From an optimization exercise on the open Yosys and OpenROAD flow, aimed at small area, a short achievable clock period and few clock cycles per item; shortcuts taken in it are not production practice. In this exercise RTL edits were held to simulation tests only and were not proved equivalent to the original. Power is estimated from default activity; no workload was simulated.

===== flow/run.sh =====
#!/bin/bash
# synth_recipe.tcl (not shown) runs the flow's synth.tcl, then flattens the netlist and writes it again
# the make line also repeats each setting of config.mk as NAME=value (left out here)
make -C /OpenROAD-flow-scripts/flow DESIGN_CONFIG=/design/flow/config.mk WORK_HOME=/design/flow/orfs CLKGATE_MAP_FILE= SYNTH_SCRIPT=/design/flow/synth_recipe.tcl finish

===== flow/config.mk =====
export PLATFORM = sky130hd
export DESIGN_NAME = per_cpu_preemption_tracker
export DESIGN_NICKNAME = per_cpu_preemption_tracker
export VERILOG_FILES = /design/flow/design.v
export SDC_FILE = /design/flow/constraint.sdc
export NUM_CORES = 4
export LEC_CHECK = 0
export CAP_MARGIN = 20
export CORE_MARGIN = 2
export CORE_UTILIZATION = 40
export SLEW_MARGIN = 20

===== flow/constraint.sdc =====
create_clock -name core_clock -period 8.0 [get_ports {clk}]
set_input_delay 1.6000 -clock core_clock [delete_from_list [all_inputs] [get_ports {clk}]]
set_output_delay 1.6000 -clock core_clock [all_outputs]
set_load 0.01 [all_outputs]

===== flow/design.v =====
package ppt_pkg;
	localparam int N_CPUS_DEF     = 16;
	localparam int DEPTH_BITS_DEF = 8;
	localparam int ACT_W  = 3;
	localparam int CPU_W  = 4;
	localparam int TICK_W = 64;
	localparam int STAT_W = 2;
	localparam int CFG_W  = 5;
	localparam logic [ACT_W-1:0] ACT_DISABLE = 3'd0;
	localparam logic [ACT_W-1:0] ACT_ENABLE  = 3'd1;
	localparam logic [ACT_W-1:0] ACT_TICK    = 3'd2;
	localparam logic [ACT_W-1:0] ACT_SLEEP   = 3'd3;
	localparam logic [ACT_W-1:0] ACT_WAKE    = 3'd4;
	localparam logic [ACT_W-1:0] ACT_QUERY   = 3'd5;
	localparam logic [STAT_W-1:0] ST_OK           = 2'd0;
	localparam logic [STAT_W-1:0] ST_RANGE        = 2'd1;
	localparam logic [STAT_W-1:0] ST_NOT_DISABLED = 2'd2;
	localparam logic [STAT_W-1:0] ST_SCHED_FAIL   = 2'd3;
	typedef struct packed {
		logic [ACT_W-1:0]  action;
		logic [CPU_W-1:0]  cpu_index;
		logic [TICK_W-1:0] sleep_ticks;
		logic [TICK_W-1:0] wake_time;
		logic              schedule_ok;
	} ppt_in_t;
	typedef struct packed {
		logic [STAT_W-1:0] status;
		logic              schedule_request;
		logic              is_preemptible;
		logic [TICK_W-1:0] tick_count;
		logic [TICK_W-1:0] switch_count;
	} ppt_out_t;
	typedef struct packed {
		logic in_ready;
		logic rd_en;
		logic rd_sel_cpu;
		logic wk_clr;
		logic wk_step;
		logic wake_chk;
		logic exec;
		logic load_out;
	} ppt_cmd_t;
	typedef struct packed {
		logic in_valid;
		logic is_wake;
		logic wk_last;
		logic out_free;
	} ppt_sts_t;
endpackage
module ppt_ctrl (
	input  logic              clk,
	input  logic              arst_n,
	input  ppt_pkg::ppt_sts_t sts,
	output ppt_pkg::ppt_cmd_t cmd
);
	localparam logic [2:0] S_IDLE = 3'd0;
	localparam logic [2:0] S_DEC  = 3'd1;
	localparam logic [2:0] S_WAKE = 3'd2;
	localparam logic [2:0] S_WEND = 3'd3;
	localparam logic [2:0] S_RD   = 3'd4;
	localparam logic [2:0] S_EX   = 3'd5;
	localparam logic [2:0] S_OUT  = 3'd6;
	logic [2:0] state_q;
	logic [2:0] state_d;
	logic       chk_q;
	always_comb begin
		state_d = state_q;
		cmd     = '0;
		unique case (state_q)
			S_IDLE: begin
				cmd.in_ready = 1'b1;
				cmd.wk_clr   = 1'b1;
				if (sts.in_valid) begin
					state_d = S_DEC;
				end
			end
			S_DEC: begin
				state_d = sts.is_wake ? S_WAKE : S_RD;
			end
			S_WAKE: begin
				cmd.rd_en    = 1'b1;
				cmd.wk_step  = 1'b1;
				cmd.wake_chk = chk_q;
				if (sts.wk_last) begin
					state_d = S_WEND;
				end
			end
			S_WEND: begin
				cmd.wake_chk = chk_q;
				state_d      = S_RD;
			end
			S_RD: begin
				cmd.rd_en      = 1'b1;
				cmd.rd_sel_cpu = 1'b1;
				state_d        = S_EX;
			end
			S_EX: begin
				cmd.exec = 1'b1;
				state_d  = S_OUT;
			end
			S_OUT: begin
				if (sts.out_free) begin
					cmd.load_out = 1'b1;
					state_d      = S_IDLE;
				end
			end
			default: begin
				state_d = S_IDLE;
			end
		endcase
	end
	always_ff @(posedge clk or negedge arst_n) begin
		if (!arst_n) begin
			state_q <= S_IDLE;
			chk_q   <= 1'b0;
		end else begin
			state_q <= state_d;
			chk_q   <= (state_q == S_WAKE);
		end
	end
endmodule
module ppt_dp #(
	parameter int N_CPUS     = ppt_pkg::N_CPUS_DEF,
	parameter int DEPTH_BITS = ppt_pkg::DEPTH_BITS_DEF
) (
	input  logic                     clk,
	input  logic                     arst_n,
	input  logic                     cfg_wr_en,
	input  logic [ppt_pkg::CFG_W-1:0] cfg_wr_data,
	input  logic                     items_valid,
	output logic                     items_ready,
	input  ppt_pkg::ppt_in_t         items_data,
	output logic                     results_valid,
	input  logic                     results_ready,
	output ppt_pkg::ppt_out_t        results_data,
	input  ppt_pkg::ppt_cmd_t        cmd,
	output ppt_pkg::ppt_sts_t        sts
);
	localparam int TW  = ppt_pkg::TICK_W;
	localparam int AW  = (N_CPUS > 1) ? $clog2(N_CPUS) : 1;
	localparam int IW  = ((AW > ppt_pkg::CFG_W) ? AW : ppt_pkg::CFG_W) + 1;
	localparam int RW  = DEPTH_BITS + 3 * TW;
	localparam int DL0 = 0;
	localparam int SW0 = TW;
	localparam int TK0 = 2 * TW;
	localparam int DP0 = 3 * TW;
	logic [ppt_pkg::ACT_W-1:0] act_q;
	logic [ppt_pkg::CPU_W-1:0] cpu_q;
	logic [TW-1:0]             slp_q;
	logic [TW-1:0]             now_q;
	logic                      sok_q;
	logic [ppt_pkg::CFG_W-1:0] cpus_q;
	logic [AW-1:0]             idx_q;
	logic [N_CPUS-1:0]         vld_q;
	logic [RW-1:0]             mem_q [N_CPUS];
	logic [RW-1:0]             rd_row_s1;
	logic [AW-1:0]             rd_addr_s1;
	logic                      rd_vld_s1;
	ppt_pkg::ppt_out_t         res_q;
	ppt_pkg::ppt_out_t         out_q;
	logic                      out_vld_q;
	logic                  accept;
	logic                  cfg_ok;
	logic                  cpu_ok;
	logic [AW-1:0]         cpu_addr;
	logic [AW-1:0]         rd_addr;
	logic [RW-1:0]         row;
	logic [DEPTH_BITS-1:0] dp;
	logic [TW-1:0]         tk;
	logic [TW-1:0]         sw;
	logic [TW-1:0]         dl;
	logic [DEPTH_BITS-1:0] n_dp;
	logic [TW-1:0]         n_tk;
	logic [TW-1:0]         n_sw;
	logic [TW-1:0]         n_dl;
	logic [ppt_pkg::STAT_W-1:0] stat;
	logic                  req;
	logic                  ex_wr;
	logic                  expired;
	logic                  wr_en;
	logic [AW-1:0]         wr_addr;
	logic [RW-1:0]         wr_row;
	ppt_pkg::ppt_out_t     res_d;
	assign accept   = items_valid && items_ready;
	assign items_ready = cmd.in_ready;
	assign cfg_ok   = cfg_wr_en && (cfg_wr_data != '0)
		&& (IW'(cfg_wr_data) <= IW'(N_CPUS));
	assign cpu_ok   = (IW'(cpu_q) < IW'(cpus_q)) && (IW'(cpu_q) < IW'(N_CPUS));
	assign cpu_addr = AW'(cpu_q);
	assign rd_addr  = cmd.rd_sel_cpu ? cpu_addr : idx_q;
	assign sts.in_valid = items_valid;
	assign sts.is_wake  = (act_q == ppt_pkg::ACT_WAKE);
	assign sts.wk_last  = (IW'(idx_q) + IW'(1)) == IW'(cpus_q);
	assign sts.out_free = !out_vld_q || results_ready;
	always_ff @(posedge clk) begin
		if (accept) begin
			act_q <= items_data.action;
			cpu_q <= items_data.cpu_index;
			slp_q <= items_data.sleep_ticks;
			now_q <= items_data.wake_time;
			sok_q <= items_data.schedule_ok;
		end
	end
	always_ff @(posedge clk or negedge arst_n) begin
		if (!arst_n) begin
			cpus_q <= ppt_pkg::CFG_W'(1);
		end else if (cfg_ok) begin
			cpus_q <= cfg_wr_data;
		end
	end
	always_ff @(posedge clk or negedge arst_n) begin
		if (!arst_n) begin
			idx_q <= '0;
		end else if (cmd.wk_clr) begin
			idx_q <= '0;
		end else if (cmd.wk_step) begin
			idx_q <= idx_q + AW'(1);
		end
	end
	always_ff @(posedge clk) begin
		if (cmd.rd_en) begin
			rd_row_s1  <= mem_q[rd_addr];
			rd_addr_s1 <= rd_addr;
			rd_vld_s1  <= vld_q[rd_addr];
		end
	end
	always_ff @(posedge clk) begin
		if (wr_en) begin
			mem_q[wr_addr] <= wr_row;
		end
	end
	always_ff @(posedge clk or negedge arst_n) begin
		if (!arst_n) begin
			vld_q <= '0;
		end else if (cfg_ok) begin
			vld_q <= '0;
		end else if (wr_en) begin
			vld_q[wr_addr] <= 1'b1;
		end
	end
	always_comb begin
		row  = rd_vld_s1 ? rd_row_s1 : '0;
		dp   = row[DP0 +: DEPTH_BITS];
		tk   = row[TK0 +: TW];
		sw   = row[SW0 +: TW];
		dl   = row[DL0 +: TW];
		n_dp = dp;
		n_tk = tk;
		n_sw = sw;
		n_dl = dl;
		stat = ppt_pkg::ST_OK;
		req  = 1'b0;
		ex_wr = 1'b0;
		case (act_q)
			ppt_pkg::ACT_DISABLE: begin
				if (cpu_ok && (dp != '1)) begin
					n_dp  = dp + DEPTH_BITS'(1);
					ex_wr = 1'b1;
				end
			end
			ppt_pkg::ACT_ENABLE: begin
				if (!cpu_ok) begin
					stat = ppt_pkg::ST_RANGE;
				end else if (dp == '0) begin
					stat = ppt_pkg::ST_NOT_DISABLED;
				end else begin
					n_dp  = dp - DEPTH_BITS'(1);
					ex_wr = 1'b1;
				end
			end
			ppt_pkg::ACT_TICK: begin
				if (!cpu_ok) begin
					stat = ppt_pkg::ST_RANGE;
				end else begin
					n_tk  = tk + TW'(1);
					ex_wr = 1'b1;
					if ((dp == '0) && (dl == '0)) begin
						req = 1'b1;
						if (sok_q) begin
							n_sw = sw + TW'(1);
						end else begin
							stat = ppt_pkg::ST_SCHED_FAIL;
						end
					end
				end
			end
			ppt_pkg::ACT_SLEEP: begin
				if (!cpu_ok) begin
					stat = ppt_pkg::ST_RANGE;
				end else begin
					n_dl  = tk + slp_q;
					ex_wr = 1'b1;
				end
			end
			default: begin
			end
		endcase
	end
	assign expired = (dl != '0) && (dl <= now_q);
	always_comb begin
		wr_en   = (cmd.exec && ex_wr) || (cmd.wake_chk && expired);
		wr_addr = cmd.wake_chk ? rd_addr_s1 : cpu_addr;
		if (cmd.wake_chk) begin
			wr_row = {dp, tk, sw, TW'(0)};
		end else begin
			wr_row = {n_dp, n_tk, n_sw, n_dl};
		end
	end
	always_comb begin
		res_d.status           = stat;
		res_d.schedule_request = req;
		res_d.is_preemptible   = cpu_ok && (n_dp == '0) && (n_dl == '0);
		res_d.tick_count       = cpu_ok ? n_tk : '0;
		res_d.switch_count     = cpu_ok ? n_sw : '0;
	end
	always_ff @(posedge clk) begin
		if (cmd.exec) begin
			res_q <= res_d;
		end
		if (cmd.load_out) begin
			out_q <= res_q;
		end
	end
	always_ff @(posedge clk or negedge arst_n) begin
		if (!arst_n) begin
			out_vld_q <= 1'b0;
		end else if (cmd.load_out) begin
			out_vld_q <= 1'b1;
		end else if (results_ready) begin
			out_vld_q <= 1'b0;
		end
	end
	assign results_valid = out_vld_q;
	assign results_data  = out_q;
endmodule
module per_cpu_preemption_tracker #(
	parameter int N_CPUS     = ppt_pkg::N_CPUS_DEF,
	parameter int DEPTH_BITS = ppt_pkg::DEPTH_BITS_DEF
) (
	input  logic                      clk,
	input  logic                      arst_n,
	input  logic                      cfg_wr_en,
	input  logic [ppt_pkg::CFG_W-1:0] cfg_wr_data,
	input  logic                      in_valid,
	output logic                      in_ready,
	input  logic [ppt_pkg::ACT_W-1:0] in_action,
	input  logic [ppt_pkg::CPU_W-1:0] in_cpu,
	input  logic [ppt_pkg::TICK_W-1:0] in_sleep_ticks,
	input  logic [ppt_pkg::TICK_W-1:0] in_wake_time,
	input  logic                      in_schedule_ok,
	output logic                      out_valid,
	input  logic                      out_ready,
	output logic [ppt_pkg::STAT_W-1:0] out_status,
	output logic                      out_sched_req,
	output logic                      out_preemptible,
	output logic [ppt_pkg::TICK_W-1:0] out_tick_count,
	output logic [ppt_pkg::TICK_W-1:0] out_switch_count
);
	ppt_pkg::ppt_in_t  items_data;
	ppt_pkg::ppt_out_t results_data;
	assign items_data.action      = in_action;
	assign items_data.cpu_index   = in_cpu;
	assign items_data.sleep_ticks = in_sleep_ticks;
	assign items_data.wake_time   = in_wake_time;
	assign items_data.schedule_ok = in_schedule_ok;
	assign out_status       = results_data.status;
	assign out_sched_req    = results_data.schedule_request;
	assign out_preemptible  = results_data.is_preemptible;
	assign out_tick_count   = results_data.tick_count;
	assign out_switch_count = results_data.switch_count;
	ppt_pkg::ppt_cmd_t cmd;
	ppt_pkg::ppt_sts_t sts;
	ppt_ctrl u_ctrl (
		.clk    (clk),
		.arst_n (arst_n),
		.sts    (sts),
		.cmd    (cmd)
	);
	ppt_dp #(
		.N_CPUS     (N_CPUS),
		.DEPTH_BITS (DEPTH_BITS)
	) u_dp (
		.clk         (clk),
		.arst_n      (arst_n),
		.cfg_wr_en   (cfg_wr_en),
		.cfg_wr_data (cfg_wr_data),
		.items_valid   (in_valid),
		.items_ready   (in_ready),
		.items_data    (items_data),
		.results_valid (out_valid),
		.results_ready (out_ready),
		.results_data  (results_data),
		.cmd         (cmd),
		.sts         (sts)
	);
endmodule

==> impl_metrics.tcl <==
set metrics [dict create \
    status "no timing/DRC/antenna violations" \
    cts.sinks 3835 \
    finalSetupViolations 0 \
    crit_slowest_cell "nor2_4" \
    worst_pin_slew_ns 1.212 \
    remaining_drc_errors 0 \
    startpoint_type "register" \
    cp_max_fo 123 \
    path_cells "buf_12 > buf_12 > and2_1 > ha_1 > a21o_1 > a21oi_1 > nor2_1 > a211oi_1 > nor3_1 > a2111oi_0 > a21o_1 > nand2_1 > nor2_4 > buf_4" \
    antenna_left 0 \
    reg2reg_slack_ns 1.77 \
    place_ws_ns 1.928 \
    ctsResizeCount 0 \
    cts_buffer_depth 4 \
    slew_headroom_pct 18.93 \
    r2r-start "u_dp.rd_vld_s1$_DFFE_PP_" \
    max_cap_viol_count 0 \
    leakage_nw 62.98 \
    place_congestion 0.9179 \
    p_per_area_nw_per_um2 397.3 \
    drive_above_1_share_pct 7.354 \
    synth_area_um2 162000 \
    max_stage_delay_ns 0.96 \
    pwr-share-seq_pct 38.6 \
    crit_type "register to register" \
    fillers 36010 \
    clk_pin_slew_worst_paths_ns 0.06 \
    clkPwrFrac_pct 24.6 \
    core-area_um2 402900 \
    yosys-top-cells-area "edfxtp_1, nand2_1, nand3_1" \
    totalPowerFinal_mw 73.32 \
    start_util_pct 40.21 \
    syn_to_final_growth_pct 13.91 \
    stdcell_count 18990 \
    holdBufCountCts 0 \
    numCtsBuffers 395 \
    worstHoldPathCells 0 \
    cts_root_buffer "clkbuf_16" \
    multiInputGateArea_um2 43680 \
    synth-seq-cells 3835 \
    antenna_found_initial 15 \
    dr_total_vias 108900 \
    cell_internal_pwr_mw 43.95 \
    setup_ws_ns 1.767 \
    num_rows 233 \
    comb_power_share_pct 36.8 \
    synth.largest_area_cell "edfxtp_1" \
    synth_seq_area_share_pct 70.99 \
    wl_per_cell_um 27.07 \
    ys_warn_count 2 \
    synthDistinctLibCells 108 \
    clkLatencyLatePin_ns 1.00 \
    gr-usage-all-layers_pct 24.34 \
    arrival_ns 6.83 \
    worstHoldPathType "register to register" \
    die_h_um 640.4 \
    dpl.hpwl_um 304500 \
    reg2regPathDepth 14 \
    regArea_um2 115000 \
    fin_worst_skew_ns 0.06397 \
    switchingPower_mw 29.37 \
    fin_crit_sh_pct 77.92 \
    wirelength_um 513900 \
    vias_per_cell 5.736 \
    hold_start "u_dp.res_q[44]$_SDFFCE_PN0P_" \
    htreeDepth 5 \
    die_w_um 640.4 \
    cts_setup_buffers 0 \
    die-area_um2 410100 \
    grt_max_degree 159 \
    rsz0062_at_grt "false" \
    synth_flop_cell "edfxtp_1" \
    drt-initial-drc-count 12720 \
    max_freq_mhz 160.4 \
    grt_pass1_vias 102400 \
    final_nets 13490 \
    r2r_end "u_dp.mem_q[1][39]$_DFFE_PP_" \
    layout_min_cycle_time_ns 6.233 \
    min_to "u_dp.out_q[44]$_DFFE_PP_" \
    syn_inst 13190 \
    io_buffers 279 \
    grt_pass1_wl_um 734500 \
    swShare_pct 40.06 \
    hold_violations 0 \
    synth_area_per_cell_um2 12.28 \
    yosysTopAreaCellShare_pct 70.52 \
    syn_nets 13430 \
    drt_first_pass_iters 6 \
    cp-end-kind "register" \
    gr-total-overflow 0 \
    dp_cells 18250 \
    slew_viol_final 0 \
    ir_worst_vdd_mv 0.3530 \
    synth-edff-count 3805 \
    critPathRequiredTime_ns 8.60 \
    io_pins 280 \
    cts_tree "done" \
    synth-async-reset-ratio_pct 0.7823 \
]
[layout by cell type, fill, tap and decap left out, types with 91 or more instances in the layout]
master and n:
a31oi_1 243, clkbuf_1 91, a311oi_1 406, and2_1 107
buf_4 207, and3_1 250, clkdlybuf4s50_1 279, inv_1 106
ha_1 92, xor2_1 149, nand3_1 1747, a21oi_1 146
clkbuf_16 397, o21ai_0 161, nor2_1 376, xnor2_1 183
nand2_1 3624, edfxtp_1 3805
[cell type report]
class / instances / share of cell area, %
Clock buffer: 489 / 5.576
Antenna cell: 11 / 0.01492
Tap cell: 5405 / 3.665
Inverter: 111 / 0.2407
Timing Repair Buffer: 574 / 3.304
Sequential cell: 3835 / 62.32
Clock inverter: 230 / 1.210
Multi-Input combinational cell: 8332 / 23.67
[critical path: cells and delay by family, from the launching register on]
kind	cells	cell delay, ns
buffers and inverters	3	1.35
AND/OR/NAND/NOR	5	1.91
adder cells (fa/ha/maj)	1	0.32
flip-flops	1	0.38
AO/OA/AOI/OAI	5	1.74
[sequential cells by signal, indices dropped and copies added (netlist names), 5 cells and up]
register,cells
u_dp.mem_q,3200
u_dp.rd_row_s1,200
u_dp.out_q,132
u_dp.res_q,132
u_dp.now_q,64
u_dp.slp_q,64
u_dp.vld_q,16
u_dp.cpus_q,5
[cells by family (layout without fill, tap and decap cells)]
| family | count (synthesis) | in the layout | share of synthesized area [%] |
|---|---|---|---|
| xor gates and xnor gates | 374 | 374 | 2.022 |
| buffers and inverters | 1021 | 1404 | 2.452 |
| adders and majority gates | 102 | 102 | 0.7723 |
| DFF | 3835 | 3835 | 70.99 |
| muxes | 16 | 16 | 0.1004 |
| AOI/OAI and AO/OA | 1294 | 1294 | 5.795 |
| and+or+nand+nor | 6546 | 6546 | 17.87 |
| other | 0 | 11 | 0 |
[worst max path at each step]
stage          slack (ns)                   startpoint  depth (start not counted)                           end
3_3_place_gp         1.92      u_dp.cpu_q[2]$_DFFE_PP_                         14  u_dp.mem_q[1][109]$_DFFE_PP_
3_5_place_dp         1.93  u_dp.rd_row_s1[5]$_DFFE_PP_                         13  u_dp.mem_q[1][109]$_DFFE_PP_
5_1_grt              1.54  u_dp.rd_row_s1[5]$_DFFE_PP_                         13  u_dp.mem_q[9][119]$_DFFE_PP_
6_report             1.77     u_dp.rd_vld_s1$_DFFE_PP_                         14   u_dp.mem_q[1][39]$_DFFE_PP_
4_1_cts              1.85  u_dp.rd_row_s1[5]$_DFFE_PP_                         13  u_dp.mem_q[1][109]$_DFFE_PP_
2_1_floorplan       -0.20     u_dp.rd_vld_s1$_DFFE_PP_                         29    u_dp.mem_q[3][0]$_DFFE_PP_
[synth_stat cells (43+ instances only)]
cell,count
edfxtp_1,3805
nand3_1,1747
nor3_1,78
xnor2_1,208
nand4_1,73
a311oi_1,406
a31oi_1,246
o21ai_0,161
and2_1,108
inv_1,107
nor2_1,407
xor2_1,166
nand2_1,3628
buf_1,43
ha_1,92
a21oi_1,155
clkbuf_1,803
buf_2,48
and3_1,251
[stage by stage]
| step | setup TNS [ns] | hold slack, ns | area, um^2 | util [%] |
|---|---|---|---|---|
| floorplan | -512.24 | 0.4003 | 162200 | - |
| global placement | 0 | 0.4021 | 171700 | 42.62 |
| detailed placement | 0 | 0.4045 | 171800 | 42.64 |
| CTS | 0 | 0.4108 | 184300 | 45.75 |
| global route | 0 | 0.4166 | 184500 | 45.80 |
| finish | 0 | 0.4177 | 184500 | 45.81 |
[per-layer routing]
metal,wire length (um),part of all wire [%],vias to the layer above,global-route usage (%)
li1,-,-,48450,-
met1,207100,40,54590,32.81
met2,239800,47,4990,39.07
met3,38160,7.4,880,2.953
met4,28890,5.6,0,12.10
met5,0,0,-,0
[power groups by stage]
stage	Sequential (mW)	Clock, mW	Combinational (mW)
final	28.3	18.0	27.0
after global routing	28.4	19.0	29.1
after CTS	28.3	18.3	26.8
after detailed placement	28.7	0	26.7
after global placement	28.7	0	26.6
after floorplan	27.7	0	16.8
Testbench counts, summed over its fixed seeds: cycles 152,579, items 24,027.

-- re-timing with driven ports --
The results above use ideal ports. As a check the final layout listed here was re-extracted and re-timed, cells and wires unchanged. Step 1 assumes that a clkbuf_16 drives the clock port and a buf_2 every other input. Step 2 moves the port delays by t, midway between the first and last clock arrival at a register: inputs arrive t later, outputs are due t later. That takes back most of the time a late clock gives input paths. Three values: ideal ports, drivers, drivers and shift; two values: the first two.
shift t [ns]: 1.078
setup slack, ns: 1.767 / 1.767 / 1.767
latest minus earliest clock arrival (ns): 0.066 / 0.066
After both steps this run still meets setup and hold. The setup slack of this run moves by 0.000 ns with the drivers and by 0.000 ns with both steps.
